What follows belongs to an exercise in optimizing a design on an open flow for small area; a production flow would make more cautious choices. In this exercise RTL edits were held to simulation tests only and were not proved equivalent to the original.

==> flow/design.v (excerpt) <==
module median_pressure_fan_regulator
#(
  parameter int unsigned SAMPLES = 10
) (
  input  logic                  clk_i,
  input  logic                  rst_ni,
  input  logic                  cfg_we_i,
  input  logic [1:0]            cfg_idx_i,
  input  logic [15:0]           cfg_data_i,
  input  logic                  sample_valid_i,
  output logic                  sample_ready_o,
  input  logic signed [15:0]    sample_raw_pressure_i,
  input  logic                  sample_read_ok_i,
  input  logic [15:0]           sample_drive_frequency_i,
  output logic                  result_valid_o,
  input  logic                  result_ready_i,
  output logic signed [8:0]     result_median_pressure_o,
  output logic [15:0]           result_new_frequency_o,
  output logic                  result_command_issued_o,
  output logic                  result_at_target_o
);
  logic [SET_W-1:0]  setpoint_q;
  logic [FREQ_W-1:0] max_freq_q;
  ...
==> flow/config.mk <==
export PLATFORM = sky130hd
export DESIGN_NAME = median_pressure_fan_regulator
export DESIGN_NICKNAME = median_pressure_fan_regulator
export VERILOG_FILES = /design/flow/design.v
export SDC_FILE = /design/flow/constraint.sdc
export NUM_CORES = 4
export LEC_CHECK = 0
export ABC_AREA = 1
export CAP_MARGIN = 20
export CORE_MARGIN = 2
export CORE_UTILIZATION = 65
export SLEW_MARGIN = 20
==> flow/constraint.sdc <==
create_clock -name core_clock -period 10.0 [get_ports {clk_i}]
set_input_delay 2.0000 -clock core_clock [delete_from_list [all_inputs] [get_ports {clk_i}]]
set_output_delay 2.0000 -clock core_clock [all_outputs]
set_load 0.01 [all_outputs]
standard.sh (not shown) runs the stock make flow with config.mk's settings and CLKGATE_MAP_FILE= SYNTH_SCRIPT=/design/flow/synth_recipe.tcl, a recipe that flattens the netlist after the stock synthesis.
==> flow/flow/run.sh <==
#!/bin/bash
# standard layout, with the smallest buffer on every input and output port and
# clock tree synthesis without dummy loads
set -o pipefail
export BUFFER_PORTS_ARGS="-buffer_cell sky130_fd_sc_hd__buf_1"
export CTS_ARGS="-sink_clustering_enable -repair_clock_nets -sink_clustering_size 16 -sink_clustering_max_diameter 70 -buf_list sky130_fd_sc_hd__clkbuf_8 -dont_use_dummy_load"
bash standard.sh > standard.log 2>&1
Next try:
==> flow/flow/run.sh (replaced) <==
#!/bin/bash
# standard layout, with the smallest buffer on every input and output port
set -o pipefail
export BUFFER_PORTS_ARGS="-buffer_cell sky130_fd_sc_hd__buf_1"
bash standard.sh > standard.log 2>&1
CORE_UTILIZATION = 40   (was 65)
CTS_CLUSTER_DIAMETER = 100   (was not set)
CTS_CLUSTER_SIZE = 25   (was not set)
Non-clock buffer count does not change.
Register-to-register slack barely changes.
Maximum frequency hardly moves.
Cell count went up by 9.0%.
Next try:
==> flow/run.sh (new file) <==
#!/bin/bash
# synth_recipe.tcl (not shown) runs the flow's synth.tcl, then flattens the netlist and writes it again
# the make line also repeats each setting of config.mk as NAME=value (left out here)
make -C /OpenROAD-flow-scripts/flow DESIGN_CONFIG=/design/flow/config.mk WORK_HOME=/design/flow/orfs CLKGATE_MAP_FILE= SYNTH_SCRIPT=/design/flow/synth_recipe.tcl finish
CORE_UTILIZATION = 65   (was 40)
removed: flow/flow/run.sh
removed: flow/standard.sh
Design area increases by 1.5%.
Non-clock buffer count stays the same.
Via count is higher by 2.0%.
Worst setup slack got worse by 40 ps.
First-iteration DRC count climbs by 32%.
Core utilization went up by 28 points.
Wire length is higher by 0.83%.
Next try:
==> flow/flow/run.sh (new file) <==
#!/bin/bash
# standard layout, with the smallest buffer on every input and output port and
# clock tree synthesis without dummy loads
set -o pipefail
export BUFFER_PORTS_ARGS="-buffer_cell sky130_fd_sc_hd__buf_1"
export CTS_ARGS="-sink_clustering_enable -repair_clock_nets -sink_clustering_size 16 -sink_clustering_max_diameter 70 -buf_list sky130_fd_sc_hd__clkbuf_8 -dont_use_dummy_load"
bash standard.sh > standard.log 2>&1
==> flow/standard.sh (new file) <==
#!/bin/bash
# synth_recipe.tcl (not shown) runs the flow's synth.tcl, then flattens the netlist and writes it again
# the make line also repeats each setting of config.mk as NAME=value (left out here)
make -C /OpenROAD-flow-scripts/flow DESIGN_CONFIG=/design/flow/config.mk WORK_HOME=/design/flow/orfs CLKGATE_MAP_FILE= SYNTH_SCRIPT=/design/flow/synth_recipe.tcl "${@:-finish}"
CTS_CLUSTER_DIAMETER = not set   (was 100)
CTS_CLUSTER_SIZE = not set   (was 25)
PLACE_DENSITY = 0.8   (was not set)
removed: flow/run.sh
What happened:
- die area is unchanged
- setup slack improved by 27 ps
- global-route usage went down by 1.1 points
- synthesized cell count does not change
- routed wire length went down by about 4%
- register-to-register slack improved by 30 ps
Next try:
==> flow/flow/run.sh (replaced) <==
#!/bin/bash
# standard layout, with the smallest buffer on every input and output port and
# clock tree synthesis without dummy loads
set -o pipefail
export BUFFER_PORTS_ARGS="-buffer_cell sky130_fd_sc_hd__buf_1"
export CTS_ARGS="-sink_clustering_enable -repair_clock_nets -sink_clustering_size 10 -sink_clustering_max_diameter 50 -buf_list sky130_fd_sc_hd__clkbuf_4 -dont_use_dummy_load"
bash standard.sh > standard.log 2>&1
PLACE_DENSITY = not set   (was 0.8)
Setup slack is better by 18 ps.
First-iteration DRC count came out lower by 5.2%.
Next try:
==> flow/flow/run.sh (replaced) <==
#!/bin/bash
# standard layout, with the smallest buffer on every input and output port and
# clock tree synthesis without dummy loads
set -o pipefail
export BUFFER_PORTS_ARGS="-buffer_cell sky130_fd_sc_hd__buf_1"
export CTS_ARGS="-sink_clustering_enable -repair_clock_nets -sink_clustering_size 16 -sink_clustering_max_diameter 70 -buf_list sky130_fd_sc_hd__clkbuf_8 -dont_use_dummy_load"
bash standard.sh > standard.log 2>&1
CORE_UTILIZATION = 75   (was 65)
Outcome: Critical path depth is unchanged; cell area stays flat; clock-buffer cell count goes down by 12.

port drivers added, routing unchanged:
How much do the figures lean on ideal ports? The routed layouts below were timed once more, with nothing changed but the port constraints.
Step 1, drivers: a clkbuf_16 drives clk_i and a buf_2 each remaining input, both assumed.
Step 2 also shifts input and output timing later by t, the mid clock arrival at the registers, as if the neighbouring blocks saw the same clock.
Slacks: ideal ports / drivers / drivers and shift; pairs: ideal ports / drivers.
| run | shift t [ns] | setup WS [ns] | worst setup path at the end |
|---|---|---|---|
| the first run | 0.564 | 0.733 / 0.733 / 0.733 | register to register |
| the second run | 0.532 | 0.727 / 0.727 / 0.727 | register to register |
| the third run | 0.516 | 0.687 / 0.687 / 0.687 | register to register |
| the fourth run | 0.564 | 0.714 / 0.714 / 0.714 | register to register |
| the fifth run | 0.735 | 0.732 / 0.732 / 0.732 | register to register |
| the sixth run | 0.560 | 0.681 / 0.681 / 0.681 | register to register |
After both steps every run listed still meets setup and hold.
